This is an optimization exercise on Yosys and OpenROAD, whose aim is small area, a short achievable clock period and few clock cycles per item, not a production implementation.
At most, simulation tests tie the RTL to the original design; equivalence was not proved.
Function not checked in runs 2 and 3: the RTL went through the layout flow alone.
Power figures rest on the tool's default switching activity, not on a simulated workload.

==> flow/design.v, too long to show whole: its modules and the start of the top module <==
// module lfs_steer_tree: 1167 lines
// module lfs_add_8: 108 lines
// module lfs_add_10: 132 lines
// module lfs_add_17: 246 lines
// module lfs_add_20: 292 lines
// module line_follow_steering_core: 232 lines
module line_follow_steering_core (
   input  logic        clock,
   input  logic        reset,
   input  logic        req_valid,
   output logic        req_stall,
   input  logic [22:0] req_word,
   output logic        rsp_valid,
   input  logic        rsp_stall,
   output logic [17:0] rsp_word,
   input  logic        csr_write_en,
   input  logic [2:0]  csr_index,
   input  logic [15:0] csr_data
);
  // ...
==> flow/flow/run.sh <==
#!/bin/bash
set -euo pipefail
MARGIN=$(cat flow/margin.txt)
bash standard.sh SETUP_SLACK_MARGIN="$MARGIN" TNS_END_PERCENT=100 \
  BUFFER_PORTS_ARGS="-buffer_cell sky130_fd_sc_hd__buf_2" finish > flow_make.log 2>&1
==> flow/flow/margin.txt <==
6.5
==> flow/standard.sh <==
#!/bin/bash
# synth_recipe.tcl (not shown) runs the flow's synth.tcl, then flattens the netlist and writes it again
# the make line also repeats each setting of config.mk as NAME=value (left out here)
make -C /OpenROAD-flow-scripts/flow DESIGN_CONFIG=/design/flow/config.mk WORK_HOME=/design/flow/orfs CLKGATE_MAP_FILE= SYNTH_SCRIPT=/design/flow/synth_recipe.tcl "${@:-finish}"
==> flow/config.mk <==
export PLATFORM = sky130hd
export DESIGN_NAME = line_follow_steering_core
export DESIGN_NICKNAME = line_follow_steering_core
export VERILOG_FILES = /design/flow/design.v
export SDC_FILE = /design/flow/constraint.sdc
export NUM_CORES = 4
export LEC_CHECK = 0
export CAP_MARGIN = 20
export CORE_MARGIN = 2
export CORE_UTILIZATION = 60
export PLACE_DENSITY = 0.75
export SLEW_MARGIN = 20
==> flow/constraint.sdc <==
create_clock -name core_clock -period 11.0 [get_ports {clock}]
set_input_delay 2.2000 -clock core_clock [delete_from_list [all_inputs] [get_ports {clock}]]
set_output_delay 2.2000 -clock core_clock [all_outputs]
set_load 0.01 [all_outputs]
==> flow_metrics.py, run 1 <==
metrics = {
    "global_route": {
        "grt_first_pass_wirelength_um": 81800,
        "globalRouteMet3Util": 0.0703,
    },
    "worst_setup_path": {
        "crit_path_max_incr_delay_ns": 0.57,
        "timing.setup.critical_path_class": "flip-flop to flip-flop",
        "cp_data_arrival_time_ns": 4.81,
    },
    "die": {
        "io_pins": 67,
    },
    "run_status": {
        "outcome": "no timing/DRC/antenna violations",
    },
    "clock_network": {
        "resize_count_post_cts": 34,
        "clock_sink_count": 165,
        "hold_buffers": 0,
        "clockRootBuffer": "sky130_fd_sc_hd__clkbuf_16",
    },
    "synth": {
        "netlist.area_leader.share": 0.209,
        "yosysWarningCount": 1,
        "synth.yosys.seq_area_share": 0.211,
        "post_synth_instance_area_sq_mm": 0.0195,
    },
    "routing": {
        "dr.first_iter.drc_count": 1380,
        "drc": 0,
        "routed-wl-met2_um": 24100,
        "dr.pass1.iters": 6,
        "met3_length_um": 4940,
    },
    "cells_and_area": {
        "sequential_cell_area_sq_mm": 0.00415,
        "final-nonclk-buf-share": 0.0439,
        "seq-cell-share": 0.193,
        "insertedDiodeCount": 0,
        "utilization": 0.664,
        "nFillCells": 2640,
    },
    "timing": {
        "maxSlewViolCount": 0,
    },
    "power": {
        "power_leader": "combinational logic",
    },
    "place": {
        "gpl.final_weighted_congestion": 0.924,
    },
    "job": {
        "cap_viol_max_count": 0,
    },
}
Testbench counts, summed over its fixed seeds: cycles 19,776, items 19,200.
==> inputs of run 2 (changes only) <==
--- a/flow/design.v
+++ b/flow/design.v
@@ -52,16 +52,24 @@
    typedef struct packed {
       logic                     pd;
       logic signed [OFF_W-1:0]  offset;
       logic signed [PROP_W-1:0] prop_term;
       logic signed [DER_W-1:0]  deriv_term;
    } mult_word_type;
 endpackage
 `timescale 1ns / 1ps
+module lfs_fa (input logic a, input logic b, input logic c, output logic s, output logic co);
+   assign s  = a ^ b ^ c;
+   assign co = (a & b) | (a & c) | (b & c);
+endmodule
+module lfs_ha (input logic a, input logic b, output logic s, output logic co);
+   assign s  = a ^ b;
+   assign co = a & b;
+endmodule
 module lfs_steer_tree (
    input  logic [8:0] ek_one,
    input  logic [8:0] ek_two,
    input  logic [8:0] ek_neg,
    input  logic [7:0] eg_one,
    input  logic [7:0] eg_two,
    input  logic [7:0] eg_neg,
    input  logic [8:0] nb,
@@ -846,386 +854,201 @@
    assign pp199 = ((eg_one[7] & p[6]) | (eg_two[7] & p[5])) ^ eg_neg[7];
    assign pp200 = ((eg_one[7] & p[7]) | (eg_two[7] & p[6])) ^ eg_neg[7];
    assign pp201 = ((eg_one[7] & p[8]) | (eg_two[7] & p[7])) ^ eg_neg[7];
    assign pp202 = ((eg_one[7] & p[9]) | (eg_two[7] & p[8])) ^ eg_neg[7];
    assign pp203 = ((eg_one[7] & p[10]) | (eg_two[7] & p[9])) ^ eg_neg[7];
    assign pp204 = ~(((eg_one[7] & p[10]) | (eg_two[7] & p[10])) ^ eg_neg[7]);
    logic [6:0] hx;
    assign hx = {1'b0, nc[8], nb[8], nc[7], nb[7], nc[6], nb[6]} + 7'd43;
-   assign s205 = nb[4] ^ pp9 ^ pp19;
-   assign c206 = (nb[4] & pp9) | (nb[4] & pp19) | (pp9 & pp19);
-   assign s207 = nc[4] ^ pp10 ^ pp20;
-   assign c208 = (nc[4] & pp10) | (nc[4] & pp20) | (pp10 & pp20);
-   assign s209 = pp30 ^ pp40;
-   assign c210 = pp30 & pp40;
-   assign s211 = nb[5] ^ pp11 ^ pp21;
-   assign c212 = (nb[5] & pp11) | (nb[5] & pp21) | (pp11 & pp21);
-   assign s213 = pp31 ^ pp41 ^ pp51;
-   assign c214 = (pp31 & pp41) | (pp31 & pp51) | (pp41 & pp51);
-   assign s215 = pp61 ^ pp119 ^ pp129;
-   assign c216 = (pp61 & pp119) | (pp61 & pp129) | (pp119 & pp129);
-   assign s217 = nc[5] ^ pp12 ^ pp22;
-   assign c218 = (nc[5] & pp12) | (nc[5] & pp22) | (pp12 & pp22);
-   assign s219 = pp32 ^ pp42 ^ pp52;
-   assign c220 = (pp32 & pp42) | (pp32 & pp52) | (pp42 & pp52);
-   assign s221 = pp62 ^ pp120 ^ pp130;
-   assign c222 = (pp62 & pp120) | (pp62 & pp130) | (pp120 & pp130);
-   assign s223 = pp140 ^ pp150;
-   assign c224 = pp140 & pp150;
-   assign s225 = pp23 ^ pp33 ^ pp43;
-   assign c226 = (pp23 & pp33) | (pp23 & pp43) | (pp33 & pp43);
-   assign s227 = pp53 ^ pp63 ^ pp73;
-   assign c228 = (pp53 & pp63) | (pp53 & pp73) | (pp63 & pp73);
-   assign s229 = pp131 ^ pp141 ^ pp151;
-   assign c230 = (pp131 & pp141) | (pp131 & pp151) | (pp141 & pp151);
-   assign s231 = pp161 ^ pp171 ^ pp181;
-   assign c232 = (pp161 & pp171) | (pp161 & pp181) | (pp171 & pp181);
-   assign s233 = pp24 ^ pp34 ^ pp44;
-   assign c234 = (pp24 & pp34) | (pp24 & pp44) | (pp34 & pp44);
-   assign s235 = pp54 ^ pp64 ^ pp74;
-   assign c236 = (pp54 & pp64) | (pp54 & pp74) | (pp64 & pp74);
-   assign s237 = pp132 ^ pp142 ^ pp152;
-   assign c238 = (pp132 & pp142) | (pp132 & pp152) | (pp142 & pp152);
-   assign s239 = pp162 ^ pp172 ^ pp182;
-   assign c240 = (pp162 & pp172) | (pp162 & pp182) | (pp172 & pp182);
-   assign s241 = pp35 ^ pp45 ^ pp55;
-   assign c242 = (pp35 & pp45) | (pp35 & pp55) | (pp45 & pp55);
-   assign s243 = pp65 ^ pp75 ^ pp85;
-   assign c244 = (pp65 & pp75) | (pp65 & pp85) | (pp75 & pp85);
-   assign s245 = pp143 ^ pp153 ^ pp163;
-   assign c246 = (pp143 & pp153) | (pp143 & pp163) | (pp153 & pp163);
-   assign s247 = pp173 ^ pp183 ^ pp193;
-   assign c248 = (pp173 & pp183) | (pp173 & pp193) | (pp183 & pp193);
-   assign s249 = pp36 ^ pp46 ^ pp56;
-   assign c250 = (pp36 & pp46) | (pp36 & pp56) | (pp46 & pp56);
-   assign s251 = pp66 ^ pp76 ^ pp86;
-   assign c252 = (pp66 & pp76) | (pp66 & pp86) | (pp76 & pp86);
-   assign s253 = pp144 ^ pp154 ^ pp164;
-   assign c254 = (pp144 & pp154) | (pp144 & pp164) | (pp154 & pp164);
-   assign s255 = pp174 ^ pp184 ^ pp194;
-   assign c256 = (pp174 & pp184) | (pp174 & pp194) | (pp184 & pp194);
-   assign s257 = pp47 ^ pp57 ^ pp67;
-   assign c258 = (pp47 & pp57) | (pp47 & pp67) | (pp57 & pp67);
-   assign s259 = pp77 ^ pp87 ^ pp97;
-   assign c260 = (pp77 & pp87) | (pp77 & pp97) | (pp87 & pp97);
-   assign s261 = pp155 ^ pp165 ^ pp175;
-   assign c262 = (pp155 & pp165) | (pp155 & pp175) | (pp165 & pp175);
-   assign s263 = pp185 ^ pp195;
-   assign c264 = pp185 & pp195;
-   assign s265 = pp48 ^ pp58 ^ pp68;
-   assign c266 = (pp48 & pp58) | (pp48 & pp68) | (pp58 & pp68);
-   assign s267 = pp78 ^ pp88 ^ pp98;
-   assign c268 = (pp78 & pp88) | (pp78 & pp98) | (pp88 & pp98);
-   assign s269 = pp156 ^ pp166 ^ pp176;
-   assign c270 = (pp156 & pp166) | (pp156 & pp176) | (pp166 & pp176);
-   assign s271 = pp186 ^ pp196;
-   assign c272 = pp186 & pp196;
-   assign s273 = pp59 ^ pp69 ^ pp79;
-   assign c274 = (pp59 & pp69) | (pp59 & pp79) | (pp69 & pp79);
-   assign s275 = pp89 ^ pp99 ^ pp167;
-   assign c276 = (pp89 & pp99) | (pp89 & pp167) | (pp99 & pp167);
-   assign s277 = pp177 ^ pp187;
-   assign c278 = pp177 & pp187;
-   assign s279 = 1'b1 ^ pp60 ^ pp70;
-   assign c280 = (1'b1 & pp60) | (1'b1 & pp70) | (pp60 & pp70);
-   assign s281 = pp80 ^ pp90 ^ pp100;
-   assign c282 = (pp80 & pp90) | (pp80 & pp100) | (pp90 & pp100);
-   assign s283 = nb[2] ^ pp5;
-   assign c284 = nb[2] & pp5;
-   assign s285 = nc[2] ^ pp6 ^ pp16;
-   assign c286 = (nc[2] & pp6) | (nc[2] & pp16) | (pp6 & pp16);
-   assign s287 = nb[3] ^ pp7 ^ pp17;
-   assign c288 = (nb[3] & pp7) | (nb[3] & pp17) | (pp7 & pp17);
-   assign s289 = pp27 ^ pp37 ^ pp115;
-   assign c290 = (pp27 & pp37) | (pp27 & pp115) | (pp37 & pp115);
-   assign s291 = nc[3] ^ pp8 ^ pp18;
-   assign c292 = (nc[3] & pp8) | (nc[3] & pp18) | (pp8 & pp18);
-   assign s293 = pp28 ^ pp38 ^ pp116;
-   assign c294 = (pp28 & pp38) | (pp28 & pp116) | (pp38 & pp116);
-   assign s295 = pp126 ^ pp136;
-   assign c296 = pp126 & pp136;
-   assign s297 = pp29 ^ pp39 ^ pp49;
-   assign c298 = (pp29 & pp39) | (pp29 & pp49) | (pp39 & pp49);
-   assign s299 = pp117 ^ pp127 ^ pp137;
-   assign c300 = (pp117 & pp127) | (pp117 & pp137) | (pp127 & pp137);
-   assign s301 = pp147 ^ pp157 ^ s205;
-   assign c302 = (pp147 & pp157) | (pp147 & s205) | (pp157 & s205);
-   assign s303 = pp50 ^ pp118 ^ pp128;
-   assign c304 = (pp50 & pp118) | (pp50 & pp128) | (pp118 & pp128);
-   assign s305 = pp138 ^ pp148 ^ pp158;
-   assign c306 = (pp138 & pp148) | (pp138 & pp158) | (pp148 & pp158);
-   assign s307 = s209 ^ c206 ^ s207;
-   assign c308 = (s209 & c206) | (s209 & s207) | (c206 & s207);
-   assign s309 = pp139 ^ pp149 ^ pp159;
-   assign c310 = (pp139 & pp149) | (pp139 & pp159) | (pp149 & pp159);
-   assign s311 = pp169 ^ c210 ^ c208;
-   assign c312 = (pp169 & c210) | (pp169 & c208) | (c210 & c208);
-   assign s313 = s211 ^ s213 ^ s215;
-   assign c314 = (s211 & s213) | (s211 & s215) | (s213 & s215);
-   assign s315 = pp160 ^ pp170 ^ s223;
-   assign c316 = (pp160 & pp170) | (pp160 & s223) | (pp170 & s223);
-   assign s317 = c212 ^ c214 ^ c216;
-   assign c318 = (c212 & c214) | (c212 & c216) | (c214 & c216);
-   assign s319 = s217 ^ s219 ^ s221;
-   assign c320 = (s217 & s219) | (s217 & s221) | (s219 & s221);
-   assign s321 = c224 ^ c218 ^ c220;
-   assign c322 = (c224 & c218) | (c224 & c220) | (c218 & c220);
-   assign s323 = c222 ^ s225 ^ s227;
-   assign c324 = (c222 & s225) | (c222 & s227) | (s225 & s227);
-   assign s325 = s229 ^ s231 ^ hx[0];
-   assign c326 = (s229 & s231) | (s229 & hx[0]) | (s231 & hx[0]);
-   assign s327 = c226 ^ c228 ^ c230;
-   assign c328 = (c226 & c228) | (c226 & c230) | (c228 & c230);
-   assign s329 = c232 ^ s233 ^ s235;
-   assign c330 = (c232 & s233) | (c232 & s235) | (s233 & s235);
-   assign s331 = s237 ^ s239 ^ hx[1];
-   assign c332 = (s237 & s239) | (s237 & hx[1]) | (s239 & hx[1]);
-   assign s333 = c234 ^ c236 ^ c238;
-   assign c334 = (c234 & c236) | (c234 & c238) | (c236 & c238);
-   assign s335 = c240 ^ s241 ^ s243;
-   assign c336 = (c240 & s241) | (c240 & s243) | (s241 & s243);
-   assign s337 = s245 ^ s247 ^ hx[2];
-   assign c338 = (s245 & s247) | (s245 & hx[2]) | (s247 & hx[2]);
-   assign s339 = c242 ^ c244 ^ c246;
-   assign c340 = (c242 & c244) | (c242 & c246) | (c244 & c246);
-   assign s341 = c248 ^ s249 ^ s251;
-   assign c342 = (c248 & s249) | (c248 & s251) | (s249 & s251);
-   assign s343 = s253 ^ s255 ^ hx[3];
-   assign c344 = (s253 & s255) | (s253 & hx[3]) | (s255 & hx[3]);
-   assign s345 = s263 ^ c250 ^ c252;
-   assign c346 = (s263 & c250) | (s263 & c252) | (c250 & c252);
-   assign s347 = c254 ^ c256 ^ s257;
-   assign c348 = (c254 & c256) | (c254 & s257) | (c256 & s257);
-   assign s349 = s259 ^ s261 ^ hx[4];
-   assign c350 = (s259 & s261) | (s259 & hx[4]) | (s261 & hx[4]);
-   assign s351 = c264 ^ s271 ^ c258;
-   assign c352 = (c264 & s271) | (c264 & c258) | (s271 & c258);
-   assign s353 = c260 ^ c262 ^ s265;
-   assign c354 = (c260 & c262) | (c260 & s265) | (c262 & s265);
-   assign s355 = s267 ^ s269 ^ hx[5];
-   assign c356 = (s267 & s269) | (s267 & hx[5]) | (s269 & hx[5]);
-   assign s357 = pp197 ^ c272 ^ s277;
-   assign c358 = (pp197 & c272) | (pp197 & s277) | (c272 & s277);
-   assign s359 = c266 ^ c268 ^ c270;
-   assign c360 = (c266 & c268) | (c266 & c270) | (c268 & c270);
-   assign s361 = s273 ^ s275 ^ hx[6];
-   assign c362 = (s273 & s275) | (s273 & hx[6]) | (s275 & hx[6]);
-   assign s363 = pp168 ^ pp178 ^ pp188;
-   assign c364 = (pp168 & pp178) | (pp168 & pp188) | (pp178 & pp188);
-   assign s365 = pp198 ^ c278 ^ c274;
-   assign c366 = (pp198 & c278) | (pp198 & c274) | (c278 & c274);
-   assign s367 = c276 ^ s279 ^ s281;
-   assign c368 = (c276 & s279) | (c276 & s281) | (s279 & s281);
-   assign s369 = pp71 ^ pp81 ^ pp91;
-   assign c370 = (pp71 & pp81) | (pp71 & pp91) | (pp81 & pp91);
-   assign s371 = pp101 ^ pp179 ^ pp189;
-   assign c372 = (pp101 & pp179) | (pp101 & pp189) | (pp179 & pp189);
-   assign s373 = pp199 ^ c280 ^ c282;
-   assign c374 = (pp199 & c280) | (pp199 & c282) | (c280 & c282);
-   assign s375 = 1'b1 ^ pp72 ^ pp82;
-   assign c376 = (1'b1 & pp72) | (1'b1 & pp82) | (pp72 & pp82);
-   assign s377 = pp92 ^ pp102 ^ pp180;
-   assign c378 = (pp92 & pp102) | (pp92 & pp180) | (pp102 & pp180);
-   assign s379 = pp190 ^ pp200;
-   assign c380 = pp190 & pp200;
-   assign s381 = pp83 ^ pp93 ^ pp103;
-   assign c382 = (pp83 & pp93) | (pp83 & pp103) | (pp93 & pp103);
-   assign s383 = 1'b1 ^ pp84;
-   assign c384 = 1'b1 & pp84;
-   assign s385 = nb[1] ^ pp3;
-   assign c386 = nb[1] & pp3;
-   assign s387 = nc[1] ^ pp4 ^ pp14;
-   assign c388 = (nc[1] & pp4) | (nc[1] & pp14) | (pp4 & pp14);
-   assign s389 = pp15 ^ pp25 ^ pp113;
-   assign c390 = (pp15 & pp25) | (pp15 & pp113) | (pp25 & pp113);
-   assign s391 = pp123 ^ pp133;
-   assign c392 = pp123 & pp133;
-   assign s393 = pp26 ^ pp114 ^ pp124;
-   assign c394 = (pp26 & pp114) | (pp26 & pp124) | (pp114 & pp124);
-   assign s395 = pp134 ^ c284 ^ s285;
-   assign c396 = (pp134 & c284) | (pp134 & s285) | (c284 & s285);
-   assign s397 = pp125 ^ pp135 ^ pp145;
-   assign c398 = (pp125 & pp135) | (pp125 & pp145) | (pp135 & pp145);
-   assign s399 = c286 ^ s287 ^ s289;
-   assign c400 = (c286 & s287) | (c286 & s289) | (s287 & s289);
-   assign s401 = pp146 ^ s295 ^ c288;
-   assign c402 = (pp146 & s295) | (pp146 & c288) | (s295 & c288);
-   assign s403 = c290 ^ s291 ^ s293;
-   assign c404 = (c290 & s291) | (c290 & s293) | (s291 & s293);
-   assign s405 = c296 ^ c292 ^ c294;
-   assign c406 = (c296 & c292) | (c296 & c294) | (c292 & c294);
-   assign s407 = s297 ^ s299 ^ s301;
-   assign c408 = (s297 & s299) | (s297 & s301) | (s299 & s301);
-   assign s409 = c298 ^ c300 ^ s303;
-   assign c410 = (c298 & c300) | (c298 & s303) | (c300 & s303);
-   assign s411 = s305 ^ c302 ^ s307;
-   assign c412 = (s305 & c302) | (s305 & s307) | (c302 & s307);
-   assign s413 = c304 ^ c306 ^ s309;
-   assign c414 = (c304 & c306) | (c304 & s309) | (c306 & s309);
-   assign s415 = c308 ^ s311 ^ s313;
-   assign c416 = (c308 & s311) | (c308 & s313) | (s311 & s313);
-   assign s417 = c310 ^ s315 ^ c312;
-   assign c418 = (c310 & s315) | (c310 & c312) | (s315 & c312);
-   assign s419 = c314 ^ s317 ^ s319;
-   assign c420 = (c314 & s317) | (c314 & s319) | (s317 & s319);
-   assign s421 = c316 ^ c318 ^ c320;
-   assign c422 = (c316 & c318) | (c316 & c320) | (c318 & c320);
-   assign s423 = s321 ^ s323 ^ s325;
-   assign c424 = (s321 & s323) | (s321 & s325) | (s323 & s325);
-   assign s425 = c322 ^ c324 ^ s327;
-   assign c426 = (c322 & c324) | (c322 & s327) | (c324 & s327);
-   assign s427 = s329 ^ c326 ^ s331;
-   assign c428 = (s329 & c326) | (s329 & s331) | (c326 & s331);
-   assign s429 = c328 ^ c330 ^ s333;
-   assign c430 = (c328 & c330) | (c328 & s333) | (c330 & s333);
-   assign s431 = s335 ^ c332 ^ s337;
-   assign c432 = (s335 & c332) | (s335 & s337) | (c332 & s337);
-   assign s433 = c334 ^ c336 ^ s339;
-   assign c434 = (c334 & c336) | (c334 & s339) | (c336 & s339);
-   assign s435 = s341 ^ c338 ^ s343;
-   assign c436 = (s341 & c338) | (s341 & s343) | (c338 & s343);
-   assign s437 = c340 ^ c342 ^ s345;
-   assign c438 = (c340 & c342) | (c340 & s345) | (c342 & s345);
-   assign s439 = s347 ^ c344 ^ s349;
-   assign c440 = (s347 & c344) | (s347 & s349) | (c344 & s349);
-   assign s441 = c346 ^ c348 ^ s351;
-   assign c442 = (c346 & c348) | (c346 & s351) | (c348 & s351);
-   assign s443 = s353 ^ c350 ^ s355;
-   assign c444 = (s353 & c350) | (s353 & s355) | (c350 & s355);
-   assign s445 = s357 ^ c352 ^ c354;
-   assign c446 = (s357 & c352) | (s357 & c354) | (c352 & c354);
-   assign s447 = s359 ^ c356 ^ s361;
-   assign c448 = (s359 & c356) | (s359 & s361) | (c356 & s361);
-   assign s449 = s363 ^ c358 ^ c360;
-   assign c450 = (s363 & c358) | (s363 & c360) | (c358 & c360);
-   assign s451 = s365 ^ s367 ^ c362;
-   assign c452 = (s365 & s367) | (s365 & c362) | (s367 & c362);
-   assign s453 = c364 ^ s369 ^ s371;
-   assign c454 = (c364 & s369) | (c364 & s371) | (s369 & s371);
-   assign s455 = c366 ^ c368 ^ s373;
-   assign c456 = (c366 & c368) | (c366 & s373) | (c368 & s373);
-   assign s457 = s379 ^ c370 ^ c372;
-   assign c458 = (s379 & c370) | (s379 & c372) | (c370 & c372);
-   assign s459 = s375 ^ s377 ^ c374;
-   assign c460 = (s375 & s377) | (s375 & c374) | (s377 & c374);
-   assign s461 = pp191 ^ pp201 ^ c380;
-   assign c462 = (pp191 & pp201) | (pp191 & c380) | (pp201 & c380);
-   assign s463 = c376 ^ c378 ^ s381;
-   assign c464 = (c376 & c378) | (c376 & s381) | (c378 & s381);
-   assign s465 = pp94 ^ pp104 ^ pp192;
-   assign c466 = (pp94 & pp104) | (pp94 & pp192) | (pp104 & pp192);
-   assign s467 = pp202 ^ s383 ^ c382;
-   assign c468 = (pp202 & s383) | (pp202 & c382) | (s383 & c382);
-   assign s469 = pp95 ^ pp105 ^ pp203;
-   assign c470 = (pp95 & pp105) | (pp95 & pp203) | (pp105 & pp203);
-   assign s471 = 1'b1 ^ pp96;
-   assign c472 = 1'b1 & pp96;
-   assign s473 = pp13 ^ pp111;
-   assign c474 = pp13 & pp111;
-   assign s475 = pp112 ^ pp122 ^ c386;
-   assign c476 = (pp112 & pp122) | (pp112 & c386) | (pp122 & c386);
-   assign s477 = s391 ^ s283 ^ c388;
-   assign c478 = (s391 & s283) | (s391 & c388) | (s283 & c388);
-   assign s479 = c392 ^ c390 ^ s393;
-   assign c480 = (c392 & c390) | (c392 & s393) | (c390 & s393);
-   assign s481 = c394 ^ s397 ^ c396;
-   assign c482 = (c394 & s397) | (c394 & c396) | (s397 & c396);
-   assign s483 = c398 ^ c400 ^ s401;
-   assign c484 = (c398 & c400) | (c398 & s401) | (c400 & s401);
-   assign s485 = c402 ^ c404 ^ s405;
-   assign c486 = (c402 & c404) | (c402 & s405) | (c404 & s405);
-   assign s487 = c406 ^ s409 ^ c408;
-   assign c488 = (c406 & s409) | (c406 & c408) | (s409 & c408);
-   assign s489 = c410 ^ s413 ^ c412;
-   assign c490 = (c410 & s413) | (c410 & c412) | (s413 & c412);
-   assign s491 = c414 ^ s417 ^ c416;
-   assign c492 = (c414 & s417) | (c414 & c416) | (s417 & c416);
-   assign s493 = c418 ^ c420 ^ s421;
-   assign c494 = (c418 & c420) | (c418 & s421) | (c420 & s421);
-   assign s495 = c422 ^ s425 ^ c424;
-   assign c496 = (c422 & s425) | (c422 & c424) | (s425 & c424);
-   assign s497 = c426 ^ s429 ^ c428;
-   assign c498 = (c426 & s429) | (c426 & c428) | (s429 & c428);
-   assign s499 = c430 ^ s433 ^ c432;
-   assign c500 = (c430 & s433) | (c430 & c432) | (s433 & c432);
-   assign s501 = c434 ^ s437 ^ c436;
-   assign c502 = (c434 & s437) | (c434 & c436) | (s437 & c436);
-   assign s503 = c438 ^ s441 ^ c440;
-   assign c504 = (c438 & s441) | (c438 & c440) | (s441 & c440);
-   assign s505 = c442 ^ s445 ^ c444;
-   assign c506 = (c442 & s445) | (c442 & c444) | (s445 & c444);
-   assign s507 = s449 ^ c446 ^ s451;
-   assign c508 = (s449 & c446) | (s449 & s451) | (c446 & s451);
-   assign s509 = s453 ^ c450 ^ s455;
-   assign c510 = (s453 & c450) | (s453 & s455) | (c450 & s455);
-   assign s511 = c454 ^ s457 ^ s459;
-   assign c512 = (c454 & s457) | (c454 & s459) | (s457 & s459);
-   assign s513 = s461 ^ c458 ^ s463;
-   assign c514 = (s461 & c458) | (s461 & s463) | (c458 & s463);
-   assign s515 = s465 ^ c462 ^ c464;
-   assign c516 = (s465 & c462) | (s465 & c464) | (c462 & c464);
-   assign s517 = c384 ^ c466 ^ s469;
-   assign c518 = (c384 & c466) | (c384 & s469) | (c466 & s469);
-   assign s519 = pp106 ^ pp204 ^ s471;
-   assign c520 = (pp106 & pp204) | (pp106 & s471) | (pp204 & s471);
-   assign s521 = nb[0] ^ pp1;
-   assign c522 = nb[0] & pp1;
-   assign s523 = nc[0] ^ pp2 ^ pp110;
-   assign c524 = (nc[0] & pp2) | (nc[0] & pp110) | (pp2 & pp110);
-   assign s525 = pp121 ^ s473 ^ s385;
-   assign c526 = (pp121 & s473) | (pp121 & s385) | (s473 & s385);
-   assign s527 = c474 ^ s387 ^ s475;
-   assign c528 = (c474 & s387) | (c474 & s475) | (s387 & s475);
-   assign s529 = s389 ^ c476 ^ s477;
-   assign c530 = (s389 & c476) | (s389 & s477) | (c476 & s477);
-   assign s531 = c478 ^ s479 ^ s395;
-   assign c532 = (c478 & s479) | (c478 & s395) | (s479 & s395);
-   assign s533 = c480 ^ s399 ^ s481;
-   assign c534 = (c480 & s399) | (c480 & s481) | (s399 & s481);
-   assign s535 = s403 ^ c482 ^ s483;
-   assign c536 = (s403 & c482) | (s403 & s483) | (c482 & s483);
-   assign s537 = c484 ^ s485 ^ s407;
-   assign c538 = (c484 & s485) | (c484 & s407) | (s485 & s407);
-   assign s539 = c486 ^ s411 ^ s487;
-   assign c540 = (c486 & s411) | (c486 & s487) | (s411 & s487);
-   assign s541 = s415 ^ c488 ^ s489;
-   assign c542 = (s415 & c488) | (s415 & s489) | (c488 & s489);
-   assign s543 = s419 ^ c490 ^ s491;
-   assign c544 = (s419 & c490) | (s419 & s491) | (c490 & s491);
-   assign s545 = s423 ^ c492 ^ s493;
-   assign c546 = (s423 & c492) | (s423 & s493) | (c492 & s493);
-   assign s547 = s427 ^ c494 ^ s495;
-   assign c548 = (s427 & c494) | (s427 & s495) | (c494 & s495);
-   assign s549 = s431 ^ c496 ^ s497;
-   assign c550 = (s431 & c496) | (s431 & s497) | (c496 & s497);
-   assign s551 = s435 ^ c498 ^ s499;
-   assign c552 = (s435 & c498) | (s435 & s499) | (c498 & s499);
-   assign s553 = s439 ^ c500 ^ s501;
-   assign c554 = (s439 & c500) | (s439 & s501) | (c500 & s501);
-   assign s555 = s443 ^ c502 ^ s503;
-   assign c556 = (s443 & c502) | (s443 & s503) | (c502 & s503);
-   assign s557 = s447 ^ c504 ^ s505;
-   assign c558 = (s447 & c504) | (s447 & s505) | (c504 & s505);
-   assign s559 = c448 ^ c506 ^ s507;
-   assign c560 = (c448 & c506) | (c448 & s507) | (c506 & s507);
-   assign s561 = c452 ^ s509 ^ c508;
-   assign c562 = (c452 & s509) | (c452 & c508) | (s509 & c508);
-   assign s563 = c456 ^ c510 ^ s511;
-   assign c564 = (c456 & c510) | (c456 & s511) | (c510 & s511);
-   assign s565 = c460 ^ s513 ^ c512;
-   assign c566 = (c460 & s513) | (c460 & c512) | (s513 & c512);
-   assign s567 = s467 ^ c514 ^ s515;
-   assign c568 = (s467 & c514) | (s467 & s515) | (c514 & s515);
-   assign s569 = c468 ^ s517 ^ c516;
-   assign c570 = (c468 & s517) | (c468 & c516) | (s517 & c516);
-   assign s571 = c470 ^ s519 ^ c518;
-   assign c572 = (c470 & s519) | (c470 & c518) | (s519 & c518);
-   assign s573 = pp107 ^ c472 ^ c520;
-   assign c574 = (pp107 & c472) | (pp107 & c520) | (c472 & c520);
+   lfs_fa u_s205 (.a(nb[4]), .b(pp9), .c(pp19), .s(s205), .co(c206));
+   lfs_fa u_s207 (.a(nc[4]), .b(pp10), .c(pp20), .s(s207), .co(c208));
+   lfs_ha u_s209 (.a(pp30), .b(pp40), .s(s209), .co(c210));
+   lfs_fa u_s211 (.a(nb[5]), .b(pp11), .c(pp21), .s(s211), .co(c212));
+   lfs_fa u_s213 (.a(pp31), .b(pp41), .c(pp51), .s(s213), .co(c214));
+   lfs_fa u_s215 (.a(pp61), .b(pp119), .c(pp129), .s(s215), .co(c216));
+   lfs_fa u_s217 (.a(nc[5]), .b(pp12), .c(pp22), .s(s217), .co(c218));
+   lfs_fa u_s219 (.a(pp32), .b(pp42), .c(pp52), .s(s219), .co(c220));
+   lfs_fa u_s221 (.a(pp62), .b(pp120), .c(pp130), .s(s221), .co(c222));
+   lfs_ha u_s223 (.a(pp140), .b(pp150), .s(s223), .co(c224));
+   lfs_fa u_s225 (.a(pp23), .b(pp33), .c(pp43), .s(s225), .co(c226));
+   lfs_fa u_s227 (.a(pp53), .b(pp63), .c(pp73), .s(s227), .co(c228));
+   lfs_fa u_s229 (.a(pp131), .b(pp141), .c(pp151), .s(s229), .co(c230));
+   lfs_fa u_s231 (.a(pp161), .b(pp171), .c(pp181), .s(s231), .co(c232));
+   lfs_fa u_s233 (.a(pp24), .b(pp34), .c(pp44), .s(s233), .co(c234));
+   lfs_fa u_s235 (.a(pp54), .b(pp64), .c(pp74), .s(s235), .co(c236));
+   lfs_fa u_s237 (.a(pp132), .b(pp142), .c(pp152), .s(s237), .co(c238));
+   lfs_fa u_s239 (.a(pp162), .b(pp172), .c(pp182), .s(s239), .co(c240));
+   lfs_fa u_s241 (.a(pp35), .b(pp45), .c(pp55), .s(s241), .co(c242));
+   lfs_fa u_s243 (.a(pp65), .b(pp75), .c(pp85), .s(s243), .co(c244));
+   lfs_fa u_s245 (.a(pp143), .b(pp153), .c(pp163), .s(s245), .co(c246));
+   lfs_fa u_s247 (.a(pp173), .b(pp183), .c(pp193), .s(s247), .co(c248));
+   lfs_fa u_s249 (.a(pp36), .b(pp46), .c(pp56), .s(s249), .co(c250));
+   lfs_fa u_s251 (.a(pp66), .b(pp76), .c(pp86), .s(s251), .co(c252));
+   lfs_fa u_s253 (.a(pp144), .b(pp154), .c(pp164), .s(s253), .co(c254));
+   lfs_fa u_s255 (.a(pp174), .b(pp184), .c(pp194), .s(s255), .co(c256));
+   lfs_fa u_s257 (.a(pp47), .b(pp57), .c(pp67), .s(s257), .co(c258));
+   lfs_fa u_s259 (.a(pp77), .b(pp87), .c(pp97), .s(s259), .co(c260));
+   lfs_fa u_s261 (.a(pp155), .b(pp165), .c(pp175), .s(s261), .co(c262));
+   lfs_ha u_s263 (.a(pp185), .b(pp195), .s(s263), .co(c264));
+   lfs_fa u_s265 (.a(pp48), .b(pp58), .c(pp68), .s(s265), .co(c266));
+   lfs_fa u_s267 (.a(pp78), .b(pp88), .c(pp98), .s(s267), .co(c268));
+   lfs_fa u_s269 (.a(pp156), .b(pp166), .c(pp176), .s(s269), .co(c270));
+   lfs_ha u_s271 (.a(pp186), .b(pp196), .s(s271), .co(c272));
+   lfs_fa u_s273 (.a(pp59), .b(pp69), .c(pp79), .s(s273), .co(c274));
+   lfs_fa u_s275 (.a(pp89), .b(pp99), .c(pp167), .s(s275), .co(c276));
+   lfs_ha u_s277 (.a(pp177), .b(pp187), .s(s277), .co(c278));
+   lfs_fa u_s279 (.a(1'b1), .b(pp60), .c(pp70), .s(s279), .co(c280));
+   lfs_fa u_s281 (.a(pp80), .b(pp90), .c(pp100), .s(s281), .co(c282));
+   lfs_ha u_s283 (.a(nb[2]), .b(pp5), .s(s283), .co(c284));
+   lfs_fa u_s285 (.a(nc[2]), .b(pp6), .c(pp16), .s(s285), .co(c286));
+   lfs_fa u_s287 (.a(nb[3]), .b(pp7), .c(pp17), .s(s287), .co(c288));
+   lfs_fa u_s289 (.a(pp27), .b(pp37), .c(pp115), .s(s289), .co(c290));
+   lfs_fa u_s291 (.a(nc[3]), .b(pp8), .c(pp18), .s(s291), .co(c292));
+   lfs_fa u_s293 (.a(pp28), .b(pp38), .c(pp116), .s(s293), .co(c294));
+   lfs_ha u_s295 (.a(pp126), .b(pp136), .s(s295), .co(c296));
+   lfs_fa u_s297 (.a(pp29), .b(pp39), .c(pp49), .s(s297), .co(c298));
+   lfs_fa u_s299 (.a(pp117), .b(pp127), .c(pp137), .s(s299), .co(c300));
+   lfs_fa u_s301 (.a(pp147), .b(pp157), .c(s205), .s(s301), .co(c302));
+   lfs_fa u_s303 (.a(pp50), .b(pp118), .c(pp128), .s(s303), .co(c304));
+   lfs_fa u_s305 (.a(pp138), .b(pp148), .c(pp158), .s(s305), .co(c306));
+   lfs_fa u_s307 (.a(s209), .b(c206), .c(s207), .s(s307), .co(c308));
+   lfs_fa u_s309 (.a(pp139), .b(pp149), .c(pp159), .s(s309), .co(c310));
+   lfs_fa u_s311 (.a(pp169), .b(c210), .c(c208), .s(s311), .co(c312));
+   lfs_fa u_s313 (.a(s211), .b(s213), .c(s215), .s(s313), .co(c314));
+   lfs_fa u_s315 (.a(pp160), .b(pp170), .c(s223), .s(s315), .co(c316));
+   lfs_fa u_s317 (.a(c212), .b(c214), .c(c216), .s(s317), .co(c318));
+   lfs_fa u_s319 (.a(s217), .b(s219), .c(s221), .s(s319), .co(c320));
+   lfs_fa u_s321 (.a(c224), .b(c218), .c(c220), .s(s321), .co(c322));
+   lfs_fa u_s323 (.a(c222), .b(s225), .c(s227), .s(s323), .co(c324));
+   lfs_fa u_s325 (.a(s229), .b(s231), .c(hx[0]), .s(s325), .co(c326));
+   lfs_fa u_s327 (.a(c226), .b(c228), .c(c230), .s(s327), .co(c328));
+   lfs_fa u_s329 (.a(c232), .b(s233), .c(s235), .s(s329), .co(c330));
+   lfs_fa u_s331 (.a(s237), .b(s239), .c(hx[1]), .s(s331), .co(c332));
+   lfs_fa u_s333 (.a(c234), .b(c236), .c(c238), .s(s333), .co(c334));
+   lfs_fa u_s335 (.a(c240), .b(s241), .c(s243), .s(s335), .co(c336));
+   lfs_fa u_s337 (.a(s245), .b(s247), .c(hx[2]), .s(s337), .co(c338));
+   lfs_fa u_s339 (.a(c242), .b(c244), .c(c246), .s(s339), .co(c340));
+   lfs_fa u_s341 (.a(c248), .b(s249), .c(s251), .s(s341), .co(c342));
+   lfs_fa u_s343 (.a(s253), .b(s255), .c(hx[3]), .s(s343), .co(c344));
+   lfs_fa u_s345 (.a(s263), .b(c250), .c(c252), .s(s345), .co(c346));
+   lfs_fa u_s347 (.a(c254), .b(c256), .c(s257), .s(s347), .co(c348));
+   lfs_fa u_s349 (.a(s259), .b(s261), .c(hx[4]), .s(s349), .co(c350));
+   lfs_fa u_s351 (.a(c264), .b(s271), .c(c258), .s(s351), .co(c352));
+   lfs_fa u_s353 (.a(c260), .b(c262), .c(s265), .s(s353), .co(c354));
+   lfs_fa u_s355 (.a(s267), .b(s269), .c(hx[5]), .s(s355), .co(c356));
+   lfs_fa u_s357 (.a(pp197), .b(c272), .c(s277), .s(s357), .co(c358));
+   lfs_fa u_s359 (.a(c266), .b(c268), .c(c270), .s(s359), .co(c360));
+   lfs_fa u_s361 (.a(s273), .b(s275), .c(hx[6]), .s(s361), .co(c362));
+   lfs_fa u_s363 (.a(pp168), .b(pp178), .c(pp188), .s(s363), .co(c364));
+   lfs_fa u_s365 (.a(pp198), .b(c278), .c(c274), .s(s365), .co(c366));
+   lfs_fa u_s367 (.a(c276), .b(s279), .c(s281), .s(s367), .co(c368));
+   lfs_fa u_s369 (.a(pp71), .b(pp81), .c(pp91), .s(s369), .co(c370));
+   lfs_fa u_s371 (.a(pp101), .b(pp179), .c(pp189), .s(s371), .co(c372));
+   lfs_fa u_s373 (.a(pp199), .b(c280), .c(c282), .s(s373), .co(c374));
+   lfs_fa u_s375 (.a(1'b1), .b(pp72), .c(pp82), .s(s375), .co(c376));
+   lfs_fa u_s377 (.a(pp92), .b(pp102), .c(pp180), .s(s377), .co(c378));
+   lfs_ha u_s379 (.a(pp190), .b(pp200), .s(s379), .co(c380));
+   lfs_fa u_s381 (.a(pp83), .b(pp93), .c(pp103), .s(s381), .co(c382));
+   lfs_ha u_s383 (.a(1'b1), .b(pp84), .s(s383), .co(c384));
+   lfs_ha u_s385 (.a(nb[1]), .b(pp3), .s(s385), .co(c386));
+   lfs_fa u_s387 (.a(nc[1]), .b(pp4), .c(pp14), .s(s387), .co(c388));
+   lfs_fa u_s389 (.a(pp15), .b(pp25), .c(pp113), .s(s389), .co(c390));
+   lfs_ha u_s391 (.a(pp123), .b(pp133), .s(s391), .co(c392));
+   lfs_fa u_s393 (.a(pp26), .b(pp114), .c(pp124), .s(s393), .co(c394));
+   lfs_fa u_s395 (.a(pp134), .b(c284), .c(s285), .s(s395), .co(c396));
+   lfs_fa u_s397 (.a(pp125), .b(pp135), .c(pp145), .s(s397), .co(c398));
+   lfs_fa u_s399 (.a(c286), .b(s287), .c(s289), .s(s399), .co(c400));
+   lfs_fa u_s401 (.a(pp146), .b(s295), .c(c288), .s(s401), .co(c402));
+   lfs_fa u_s403 (.a(c290), .b(s291), .c(s293), .s(s403), .co(c404));
+   lfs_fa u_s405 (.a(c296), .b(c292), .c(c294), .s(s405), .co(c406));
+   lfs_fa u_s407 (.a(s297), .b(s299), .c(s301), .s(s407), .co(c408));
+   lfs_fa u_s409 (.a(c298), .b(c300), .c(s303), .s(s409), .co(c410));
+   lfs_fa u_s411 (.a(s305), .b(c302), .c(s307), .s(s411), .co(c412));
+   lfs_fa u_s413 (.a(c304), .b(c306), .c(s309), .s(s413), .co(c414));
+   lfs_fa u_s415 (.a(c308), .b(s311), .c(s313), .s(s415), .co(c416));
+   lfs_fa u_s417 (.a(c310), .b(s315), .c(c312), .s(s417), .co(c418));
+   lfs_fa u_s419 (.a(c314), .b(s317), .c(s319), .s(s419), .co(c420));
+   lfs_fa u_s421 (.a(c316), .b(c318), .c(c320), .s(s421), .co(c422));
+   lfs_fa u_s423 (.a(s321), .b(s323), .c(s325), .s(s423), .co(c424));
+   lfs_fa u_s425 (.a(c322), .b(c324), .c(s327), .s(s425), .co(c426));
+   lfs_fa u_s427 (.a(s329), .b(c326), .c(s331), .s(s427), .co(c428));
+   lfs_fa u_s429 (.a(c328), .b(c330), .c(s333), .s(s429), .co(c430));
+   lfs_fa u_s431 (.a(s335), .b(c332), .c(s337), .s(s431), .co(c432));
+   lfs_fa u_s433 (.a(c334), .b(c336), .c(s339), .s(s433), .co(c434));
+   lfs_fa u_s435 (.a(s341), .b(c338), .c(s343), .s(s435), .co(c436));
+   lfs_fa u_s437 (.a(c340), .b(c342), .c(s345), .s(s437), .co(c438));
+   lfs_fa u_s439 (.a(s347), .b(c344), .c(s349), .s(s439), .co(c440));
+   lfs_fa u_s441 (.a(c346), .b(c348), .c(s351), .s(s441), .co(c442));
+   lfs_fa u_s443 (.a(s353), .b(c350), .c(s355), .s(s443), .co(c444));
+   lfs_fa u_s445 (.a(s357), .b(c352), .c(c354), .s(s445), .co(c446));
+   lfs_fa u_s447 (.a(s359), .b(c356), .c(s361), .s(s447), .co(c448));
+   lfs_fa u_s449 (.a(s363), .b(c358), .c(c360), .s(s449), .co(c450));
+   lfs_fa u_s451 (.a(s365), .b(s367), .c(c362), .s(s451), .co(c452));
+   lfs_fa u_s453 (.a(c364), .b(s369), .c(s371), .s(s453), .co(c454));
+   lfs_fa u_s455 (.a(c366), .b(c368), .c(s373), .s(s455), .co(c456));
+   lfs_fa u_s457 (.a(s379), .b(c370), .c(c372), .s(s457), .co(c458));
+   lfs_fa u_s459 (.a(s375), .b(s377), .c(c374), .s(s459), .co(c460));
+   lfs_fa u_s461 (.a(pp191), .b(pp201), .c(c380), .s(s461), .co(c462));
+   lfs_fa u_s463 (.a(c376), .b(c378), .c(s381), .s(s463), .co(c464));
+   lfs_fa u_s465 (.a(pp94), .b(pp104), .c(pp192), .s(s465), .co(c466));
+   lfs_fa u_s467 (.a(pp202), .b(s383), .c(c382), .s(s467), .co(c468));
+   lfs_fa u_s469 (.a(pp95), .b(pp105), .c(pp203), .s(s469), .co(c470));
+   lfs_ha u_s471 (.a(1'b1), .b(pp96), .s(s471), .co(c472));
+   lfs_ha u_s473 (.a(pp13), .b(pp111), .s(s473), .co(c474));
+   lfs_fa u_s475 (.a(pp112), .b(pp122), .c(c386), .s(s475), .co(c476));
+   lfs_fa u_s477 (.a(s391), .b(s283), .c(c388), .s(s477), .co(c478));
+   lfs_fa u_s479 (.a(c392), .b(c390), .c(s393), .s(s479), .co(c480));
+   lfs_fa u_s481 (.a(c394), .b(s397), .c(c396), .s(s481), .co(c482));
+   lfs_fa u_s483 (.a(c398), .b(c400), .c(s401), .s(s483), .co(c484));
+   lfs_fa u_s485 (.a(c402), .b(c404), .c(s405), .s(s485), .co(c486));
+   lfs_fa u_s487 (.a(c406), .b(s409), .c(c408), .s(s487), .co(c488));
+   lfs_fa u_s489 (.a(c410), .b(s413), .c(c412), .s(s489), .co(c490));
+   lfs_fa u_s491 (.a(c414), .b(s417), .c(c416), .s(s491), .co(c492));
+   lfs_fa u_s493 (.a(c418), .b(c420), .c(s421), .s(s493), .co(c494));
+   lfs_fa u_s495 (.a(c422), .b(s425), .c(c424), .s(s495), .co(c496));
+   lfs_fa u_s497 (.a(c426), .b(s429), .c(c428), .s(s497), .co(c498));
+   lfs_fa u_s499 (.a(c430), .b(s433), .c(c432), .s(s499), .co(c500));
+   lfs_fa u_s501 (.a(c434), .b(s437), .c(c436), .s(s501), .co(c502));
+   lfs_fa u_s503 (.a(c438), .b(s441), .c(c440), .s(s503), .co(c504));
+   lfs_fa u_s505 (.a(c442), .b(s445), .c(c444), .s(s505), .co(c506));
+   lfs_fa u_s507 (.a(s449), .b(c446), .c(s451), .s(s507), .co(c508));
+   lfs_fa u_s509 (.a(s453), .b(c450), .c(s455), .s(s509), .co(c510));
+   lfs_fa u_s511 (.a(c454), .b(s457), .c(s459), .s(s511), .co(c512));
+   lfs_fa u_s513 (.a(s461), .b(c458), .c(s463), .s(s513), .co(c514));
+   lfs_fa u_s515 (.a(s465), .b(c462), .c(c464), .s(s515), .co(c516));
+   lfs_fa u_s517 (.a(c384), .b(c466), .c(s469), .s(s517), .co(c518));
+   lfs_fa u_s519 (.a(pp106), .b(pp204), .c(s471), .s(s519), .co(c520));
+   lfs_ha u_s521 (.a(nb[0]), .b(pp1), .s(s521), .co(c522));
+   lfs_fa u_s523 (.a(nc[0]), .b(pp2), .c(pp110), .s(s523), .co(c524));
+   lfs_fa u_s525 (.a(pp121), .b(s473), .c(s385), .s(s525), .co(c526));
+   lfs_fa u_s527 (.a(c474), .b(s387), .c(s475), .s(s527), .co(c528));
+   lfs_fa u_s529 (.a(s389), .b(c476), .c(s477), .s(s529), .co(c530));
+   lfs_fa u_s531 (.a(c478), .b(s479), .c(s395), .s(s531), .co(c532));
+   lfs_fa u_s533 (.a(c480), .b(s399), .c(s481), .s(s533), .co(c534));
+   lfs_fa u_s535 (.a(s403), .b(c482), .c(s483), .s(s535), .co(c536));
+   lfs_fa u_s537 (.a(c484), .b(s485), .c(s407), .s(s537), .co(c538));
+   lfs_fa u_s539 (.a(c486), .b(s411), .c(s487), .s(s539), .co(c540));
+   lfs_fa u_s541 (.a(s415), .b(c488), .c(s489), .s(s541), .co(c542));
+   lfs_fa u_s543 (.a(s419), .b(c490), .c(s491), .s(s543), .co(c544));
+   lfs_fa u_s545 (.a(s423), .b(c492), .c(s493), .s(s545), .co(c546));
+   lfs_fa u_s547 (.a(s427), .b(c494), .c(s495), .s(s547), .co(c548));
+   lfs_fa u_s549 (.a(s431), .b(c496), .c(s497), .s(s549), .co(c550));
+   lfs_fa u_s551 (.a(s435), .b(c498), .c(s499), .s(s551), .co(c552));
+   lfs_fa u_s553 (.a(s439), .b(c500), .c(s501), .s(s553), .co(c554));
+   lfs_fa u_s555 (.a(s443), .b(c502), .c(s503), .s(s555), .co(c556));
+   lfs_fa u_s557 (.a(s447), .b(c504), .c(s505), .s(s557), .co(c558));
+   lfs_fa u_s559 (.a(c448), .b(c506), .c(s507), .s(s559), .co(c560));
+   lfs_fa u_s561 (.a(c452), .b(s509), .c(c508), .s(s561), .co(c562));
+   lfs_fa u_s563 (.a(c456), .b(c510), .c(s511), .s(s563), .co(c564));
+   lfs_fa u_s565 (.a(c460), .b(s513), .c(c512), .s(s565), .co(c566));
+   lfs_fa u_s567 (.a(s467), .b(c514), .c(s515), .s(s567), .co(c568));
+   lfs_fa u_s569 (.a(c468), .b(s517), .c(c516), .s(s569), .co(c570));
+   lfs_fa u_s571 (.a(c470), .b(s519), .c(c518), .s(s571), .co(c572));
+   lfs_fa u_s573 (.a(pp107), .b(c472), .c(c520), .s(s573), .co(c574));
    assign sum0 = {c574, c572, c570, c568, c566, c564, c562, c560, c558, c556, c554, c552, c550, c548, c546, c544, c542, c540, c538, c536, c534, c532, c530, c528, c526, c524, c522, s521};
    assign sum1 = {pp108, s573, s571, s569, s567, s565, s563, s561, s559, s557, s555, s553, s551, s549, s547, s545, s543, s541, s539, s537, s535, s533, s531, s529, s527, s525, s523, pp109};
 endmodule
 module lfs_add_8 (
    input  logic [7:0] a,
    input  logic [7:0] b,
    input  logic ci,
    output logic [7:0] s,
==> flow/run.sh (new file) <==
#!/bin/bash
# synth_recipe.tcl (not shown) runs the flow's synth.tcl, then flattens the netlist and writes it again
# the make line also repeats each setting of config.mk as NAME=value (left out here)
make -C /OpenROAD-flow-scripts/flow DESIGN_CONFIG=/design/flow/config.mk WORK_HOME=/design/flow/orfs CLKGATE_MAP_FILE= SYNTH_SCRIPT=/design/flow/synth_recipe.tcl finish
==> flow/config.mk (replaced) <==
export PLATFORM = sky130hd
export DESIGN_NAME = line_follow_steering_core
export DESIGN_NICKNAME = line_follow_steering_core
export VERILOG_FILES = /design/flow/design.v
export SDC_FILE = /design/flow/constraint.sdc
export NUM_CORES = 4
export LEC_CHECK = 0
export CAP_MARGIN = 20
export CORE_MARGIN = 2
export CORE_UTILIZATION = 40
export SLEW_MARGIN = 20
export SYNTH_HIERARCHICAL = 1
removed: flow/flow/run.sh
removed: flow/flow/margin.txt
removed: flow/standard.sh
==> run 2 against run 1 <==
Effect of this change: first-iteration DRC count is 15% lower; critical path depth down 10; final cell count rose by 2.0%; global-route usage fell by 11 points; synthesized cell count shrank 1.8%; worst setup slack got worse by 0.65 ns; via count fell by 6.0%; critical endpoint is now c_y[6]; area after synthesis increased by 6.1%; final area down 0.50%; clock power shrank 3%; routed wire length decreased by 0.70%; critical path type unchanged; power is 3.2% lower.
==> flow_metrics.py, run 2 <==
metrics = {
    "worst_setup_path": {
        "critical_path.startpoint_type": "flip-flop",
        "critical_path.max_fanout": 42,
        "cp_data_arrival_time_ns": 5.45,
        "critical_path_required_ns": 11.21,
        "timing.setup.critical_path_class": "flip-flop to flip-flop",
        "crit_path_end_kind": "flip-flop",
    },
    "cells_and_area": {
        "layout.cells.most_common": "sky130_fd_sc_hd__xnor2_1",
        "fin_cells": 2676,
        "area_growth_pct": 3.04,
        "mostFrequentLayoutCells": "219 x sky130_fd_sc_hd__xnor2_1, 212 x sky130_fd_sc_hd__fa_1, 182 x sky130_fd_sc_hd__inv_1, 162 x sky130_fd_sc_hd__nand2_1, 147 x sky130_fd_sc_hd__ha_1",
        "multi_input_logic_area_sq_mm": 0.0142,
        "drive_above_1_share": 0.0767,
        "insertedDiodeCount": 0,
        "finish.net_count": 2389,
        "utilization": 0.416,
        "nFillCells": 4996,
        "sequential_cell_area_sq_mm": 0.00412,
        "reg_top3": "c_x (20), c_y (20), o_w (18)",
    },
    "timing": {
        "max-slew-margin-rel": 0.155,
        "min_period_over_period": 0.476,
        "grt_setup_unrepaired": "no",
        "max_clock_freq_ghz": 0.191,
        "final-setup-viol-count": 0,
        "postLayoutSetupSlackWorst_ns": 5.76,
        "finalSetupTns_ns": 0,
        "maxSlewViolCount": 0,
        "hold_viol": 0,
        "finClkSkew_ns": 0.0125,
        "timing_worst_slew_pin_value_ns": 1.26,
        "minimum_period_implied_by_the_final_worst_setup_slack_ns": 5.24,
    },
    "place": {
        "dpl.cell_count": 2641,
        "port-buffer-count": 66,
        "dp_hpwl_um": 39300,
        "placement.setup.worst_slack_ns": 5.49,
        "gpl.final_weighted_congestion": 0.901,
    },
    "power": {
        "max_ir_drop_vdd_mv": 0.116,
        "combinational_share_of_power": 0.559,
        "p_per_area_mw_per_mm2": 154,
        "power.switching_w": 0.00139,
        "seq_power_share": 0.252,
        "power.clock.fraction": 0.189,
        "power.switching_fraction": 0.423,
        "power_report.internal_total_w": 0.00189,
        "finalPower_w": 0.00328,
        "power.static_leakage_nw": 8.37,
    },
    "global_route": {
        "antenna_violations_before_repair": 0,
        "grt_max_degree": 66,
        "grt_pass1_vias": 15083,
        "overflow": 0,
        "grt_first_pass_wirelength_um": 82800,
        "grtUsageTotal": 0.198,
    },
    "synth": {
        "syn_area_per_cell_sq_um": 9.83,
        "synthesis.instances": 2108,
        "post_synth_instance_area_sq_mm": 0.0207,
        "yosysWarningCount": 7,
    },
    "clock_network": {
        "cts_tree": "yes",
        "htreeDepth": 4,
        "cts_made_buffers": 17,
        "clk_pin_slew_worst_setup_hold_paths_ns": 0.07,
        "clockRootBuffer": "sky130_fd_sc_hd__clkbuf_16",
        "hold_buffers": 0,
        "clock_sink_count": 165,
        "post_cts.repair.setup_buffers": 0,
        "resize_count_post_cts": 0,
        "cts-root-to-sink-buffers": 2,
        "clock_latency_ns": 0.47,
    },
    "routing": {
        "detail_route.vias_per_cell": 5.44,
        "routed_wirelength_um": 51900,
        "number_of_nets_with_antenna_violations_after_detailed_routing": 0,
        "dr.pass1.iters": 6,
        "dr.first_iter.drc_count": 1175,
        "via_count": 14550,
        "routedWlPerCell_um": 19.4,
        "drc": 0,
    },
    "die": {
        "floorplan.rows": 83,
        "core_region_area_sq_mm": 0.0513,
        "die_w_um": 232,
        "die_height_um": 232,
        "io_pins": 67,
        "initial_core_utilization": 0.404,
        "fp.dieArea_sq_mm": 0.0536,
    },
    "worst_hold_path": {
        "hp-class": "flip-flop to flip-flop",
    },
    "job": {
        "cap_viol_max_count": 0,
    },
    "run_status": {
        "outcome": "no timing/DRC/antenna violations",
    },
}
[run 2: stage by stage]
step                      hold slack, ns  cell area [sq um]
after global routing               0.469              21300
after CTS                          0.464              21300
after detailed placement           0.454              20700
after floorplan                    0.436              20800
final                              0.464              21300
after global placement             0.445              20700
[run 2: path summary, 6_finish.rpt]
| kind | slack (ns) | cells past startpoint | startpoint | to |
|---|---|---|---|---|
| setup / recovery | 5.76 | 10 | pd | c_y[6] |
| hold / removal | 0.46 | 2 | gp[3] | gp[3] |
| hold reg to reg | 0.46 | 2 | gp[3] | gp[3] |
| setup reg to reg | 5.76 | 10 | pd | c_y[6] |
[run 2: power by group through the flow]
stage	Sequential, W	Clock (W)	Combinational, W
2_1_floorplan	0.000796	0	0.00200
3_3_place_gp	0.000839	0	0.00178
3_5_place_dp	0.000842	0	0.00183
4_1_cts	0.000829	0.000639	0.00184
5_1_grt	0.000836	0.000662	0.00210
6_report	0.000826	0.000619	0.00183
[run 2: metal layers]
layer / GRT usage / share of wire
met4: 0.0739 / 0.025
met5: 0 / 0
met2: 0.327 / 0.47
met3: 0.0340 / 0.057
met1: 0.259 / 0.45
[run 2: cell type report]
type	instances	share of cell area
multi-input combinational	1519	0.664
sequential	165	0.193
timing repair buffer	97	0.0426
tap	680	0.0399
inverter	183	0.0322
clock buffer	21	0.0221
clock inverter	11	0.00627
[run 2: critical path, cell delays in order, from the launching register on]
cell and delay [ns]:
sky130_fd_sc_hd__dfxtp_1 0.31, sky130_fd_sc_hd__buf_4 0.34, sky130_fd_sc_hd__inv_1 0.45, sky130_fd_sc_hd__a21oi_1 0.98, sky130_fd_sc_hd__a22oi_1 0.26, sky130_fd_sc_hd__xnor2_1 0.28, sky130_fd_sc_hd__fa_1 0.49, sky130_fd_sc_hd__fa_1 0.50
sky130_fd_sc_hd__fa_1 0.42, sky130_fd_sc_hd__fa_1 0.52, sky130_fd_sc_hd__fa_1 0.41
==> inputs of run 3 (changes only) <==
==> flow/flow/run.sh (new file) <==
#!/bin/bash
set -euo pipefail
MARGIN=$(cat flow/margin.txt)
bash standard.sh SETUP_SLACK_MARGIN="$MARGIN" TNS_END_PERCENT=100 \
  BUFFER_PORTS_ARGS="-buffer_cell sky130_fd_sc_hd__buf_2" finish > flow_make.log 2>&1
==> flow/flow/margin.txt (new file) <==
6.5
==> flow/standard.sh (new file) <==
#!/bin/bash
# synth_recipe.tcl (not shown) runs the flow's synth.tcl, then flattens the netlist and writes it again
# the make line also repeats each setting of config.mk as NAME=value (left out here)
make -C /OpenROAD-flow-scripts/flow DESIGN_CONFIG=/design/flow/config.mk WORK_HOME=/design/flow/orfs CLKGATE_MAP_FILE= SYNTH_SCRIPT=/design/flow/synth_recipe.tcl "${@:-finish}"
removed: flow/run.sh
==> run 3 against run 2 <==
Effect of this change: core utilization increased by 0.27 points; final area increased by 0.66%; still clean on timing, DRC and antenna; first-iteration DRC count decreased by 20%; critical endpoint is now c_nz; via count increased by 0.69%; final cell count increased by 0.75%; register-to-register slack improved by 0.86 ns; power increased by 4.3%; non-clock buffer count increased by 19.
==> flow_metrics.py, run 3 <==
metrics = {
    "worst_setup_path": {
        "timing.setup.critical_path_class": "flip-flop to flip-flop",
        "cells_along_the_critical_path": "a22oi_1, xnor2_1, fa_1, fa_1, fa_1, fa_1, inv_1, ha_1, xnor2_1, nor3_1, nand3_1",
        "crit_path_end_kind": "flip-flop",
        "critical_path_s_most_frequent_cell": "sky130_fd_sc_hd__fa_1",
        "critical_path.max_fanout": 19,
        "slowest_stage": "sky130_fd_sc_hd__edfxtp_1",
        "cp_data_arrival_time_ns": 4.59,
        "critical_path_required_ns": 11.22,
        "crit_path_max_incr_delay_ns": 1.06,
        "critical_path.startpoint_type": "flip-flop",
    },
    "routing": {
        "detail_route.vias_per_cell": 5.43,
        "dr.pass1.iters": 6,
        "routed_wirelength_um": 51500,
        "dr.first_iter.drc_count": 941,
        "number_of_nets_with_antenna_violations_after_detailed_routing": 0,
        "via_count": 14651,
        "drc": 0,
        "routedWlPerCell_um": 19.1,
    },
    "clock_network": {
        "clock_latency_ns": 0.49,
        "cts_made_buffers": 17,
        "htreeDepth": 4,
        "clk_pin_slew_worst_setup_hold_paths_ns": 0.07,
        "clock_sink_count": 165,
        "hold_buffers": 0,
        "clockRootBuffer": "sky130_fd_sc_hd__clkbuf_16",
        "cts_tree": "yes",
        "cts-root-to-sink-buffers": 2,
    },
    "global_route": {
        "antenna_violations_before_repair": 0,
        "overflow": 0,
        "grt_first_pass_wirelength_um": 81900,
        "grtUsageTotal": 0.195,
        "grt_max_degree": 66,
        "grt_pass1_vias": 14787,
    },
    "cells_and_area": {
        "reg_top3": "c_x (20), c_y (20), o_w (18)",
        "insertedDiodeCount": 0,
        "multi_input_logic_area_sq_mm": 0.0144,
        "utilization": 0.419,
        "sequential_cell_area_sq_mm": 0.00413,
        "nFillCells": 5026,
        "drive_above_1_share": 0.141,
        "layout.cells.most_common": "sky130_fd_sc_hd__xnor2_1",
        "fin_cells": 2696,
        "area_growth_pct": 3.72,
        "finish.net_count": 2409,
        "mostFrequentLayoutCells": "219 x sky130_fd_sc_hd__xnor2_1, 208 x sky130_fd_sc_hd__fa_1, 177 x sky130_fd_sc_hd__inv_1, 162 x sky130_fd_sc_hd__nand2_1, 147 x sky130_fd_sc_hd__ha_1",
    },
    "power": {
        "combinational_share_of_power": 0.566,
        "p_per_area_mw_per_mm2": 159,
        "power.switching_w": 0.00146,
        "power.static_leakage_nw": 8.53,
        "seq_power_share": 0.238,
        "max_ir_drop_vdd_mv": 0.106,
        "power.clock.fraction": 0.195,
        "power_report.internal_total_w": 0.00196,
        "power.switching_fraction": 0.428,
    },
    "timing": {
        "min_period_over_period": 0.398,
        "max-slew-margin-rel": 0.240,
        "grt_setup_unrepaired": "yes",
        "timing_worst_slew_pin_value_ns": 1.14,
        "maxSlewViolCount": 0,
        "minimum_period_implied_by_the_final_worst_setup_slack_ns": 4.37,
        "finClkSkew_ns": 0.0144,
        "finalSetupTns_ns": 0,
        "max_clock_freq_ghz": 0.229,
        "final-setup-viol-count": 0,
        "hold_viol": 0,
    },
    "job": {
        "cap_viol_max_count": 0,
    },
    "run_status": {
        "outcome": "no timing/DRC/antenna violations",
    },
    "synth": {
        "synthesis.instances": 2108,
        "post_synth_instance_area_sq_mm": 0.0207,
        "syn_area_per_cell_sq_um": 9.83,
        "yosysWarningCount": 7,
    },
    "place": {
        "gpl.final_weighted_congestion": 0.920,
        "dp_hpwl_um": 39300,
        "dpl.cell_count": 2640,
        "port-buffer-count": 66,
    },
    "die": {
        "io_pins": 67,
        "initial_core_utilization": 0.404,
        "die_w_um": 232,
        "floorplan.rows": 83,
        "die_height_um": 232,
        "fp.dieArea_sq_mm": 0.0536,
        "core_region_area_sq_mm": 0.0513,
    },
    "worst_hold_path": {
        "hp-class": "flip-flop to flip-flop",
    },
}
==> run 3: power by group through the flow <==
stage / clock [W] / combinational [W] / sequential, W
after detailed placement: 0 / 0.00185 / 0.000836
final: 0.000668 / 0.00194 / 0.000816
after global routing: 0.000706 / 0.00217 / 0.000828
after floorplan: 0 / 0.00201 / 0.000796
after CTS: 0.000688 / 0.00189 / 0.000822
after global placement: 0 / 0.00181 / 0.000833
==> run 3: worst paths after layout <==
| kind | cells past startpoint | to | slack [ns] | start |
|---|---|---|---|---|
| min | 2 | gp[6] | 0.46 | gp[6] |
| max | 11 | c_nz | 6.63 | a_m[3] |
| max reg2reg | 11 | c_nz | 6.63 | a_m[3] |
| min reg2reg | 2 | gp[6] | 0.46 | gp[6] |
==> run 3: per-layer routing <==
layer	global-route usage	vias to the layer above	share of wire	wire, um
li1	-	6831	-	-
met1	0.261	7136	0.44	22500
met2	0.313	593	0.46	23500
met3	0.0407	91	0.079	4080
met4	0.0695	0	0.026	1330
met5	0	-	0	0
==> run 3: timing repair <==
item,in CTS,in global routing
gates cloned,0,1
setup endpoints to repair,46,39
pin swaps,3,8
setup buffers,3,20
gates resized for setup,22,31
==> run 3: cell type report <==
type | count | share of cell area
clock buffers | 22 | 0.0235
clock inverters | 10 | 0.00705
inverters | 183 | 0.0330
multi-input cells | 1519 | 0.671
flip-flops and latches | 165 | 0.192
well taps | 680 | 0.0396
repair buffers | 116 | 0.0336
repair inverters | 1 | 0.000349
==> run 3: through the flow <==
step / power [W] / worst slack, ns / area [sq um] / hold WS [ns]
after floorplan: 0.00280 / 6.32 / 20800 / 0.436
after global placement: 0.00264 / 6.13 / 20400 / 0.445
after detailed placement: 0.00269 / 5.97 / 20400 / 0.454
after CTS: 0.00340 / 6.48 / 21200 / 0.466
after global routing: 0.00370 / 6.46 / 21500 / 0.485
final: 0.00342 / 6.63 / 21500 / 0.465
==> run 3: critical path, delay by kind of cell (launching register included) <==
family | cells | cell delay (ns)
xor gates and xnor gates | 2 | 0.37
AOI/OAI and AO/OA | 1 | 0.23
and+or+nand+nor | 2 | 0.29
adders and majority gates | 5 | 2.11
buffers and inverters | 1 | 0.05
DFF | 1 | 1.06

==> what the ideal ports hide <==
In the flow no input, the clock included, has a driving cell. The finished layouts below were timed again as built, in two steps.
Step 1 sets driving cells, clkbuf_16 on the clock port and buf_2 on the other inputs (assumed; they add their load-dependent delay and slew).
Step 2 times the ports against the registers' clock, not the clock port: input delays grow and output delays shrink by t, the midpoint of the rising clock arrivals with the driver on.
a / b / c = ideal ports / drivers / drivers and shift; a / b = the first two.
run	t (ns)	slack for setup (ns)	cell pins on the clock port's net
run 1	0.527	6.412 / 6.412 / 6.253	1
run 2	0.522	5.762 / 5.762 / 5.490	1
run 3	0.534	6.626 / 6.626 / 6.138	1
After both steps setup and hold are still met in every run listed. For run 3, which loses most, drivers alone change the setup slack by 0.000 ns; drivers and shift together by -0.488 ns.
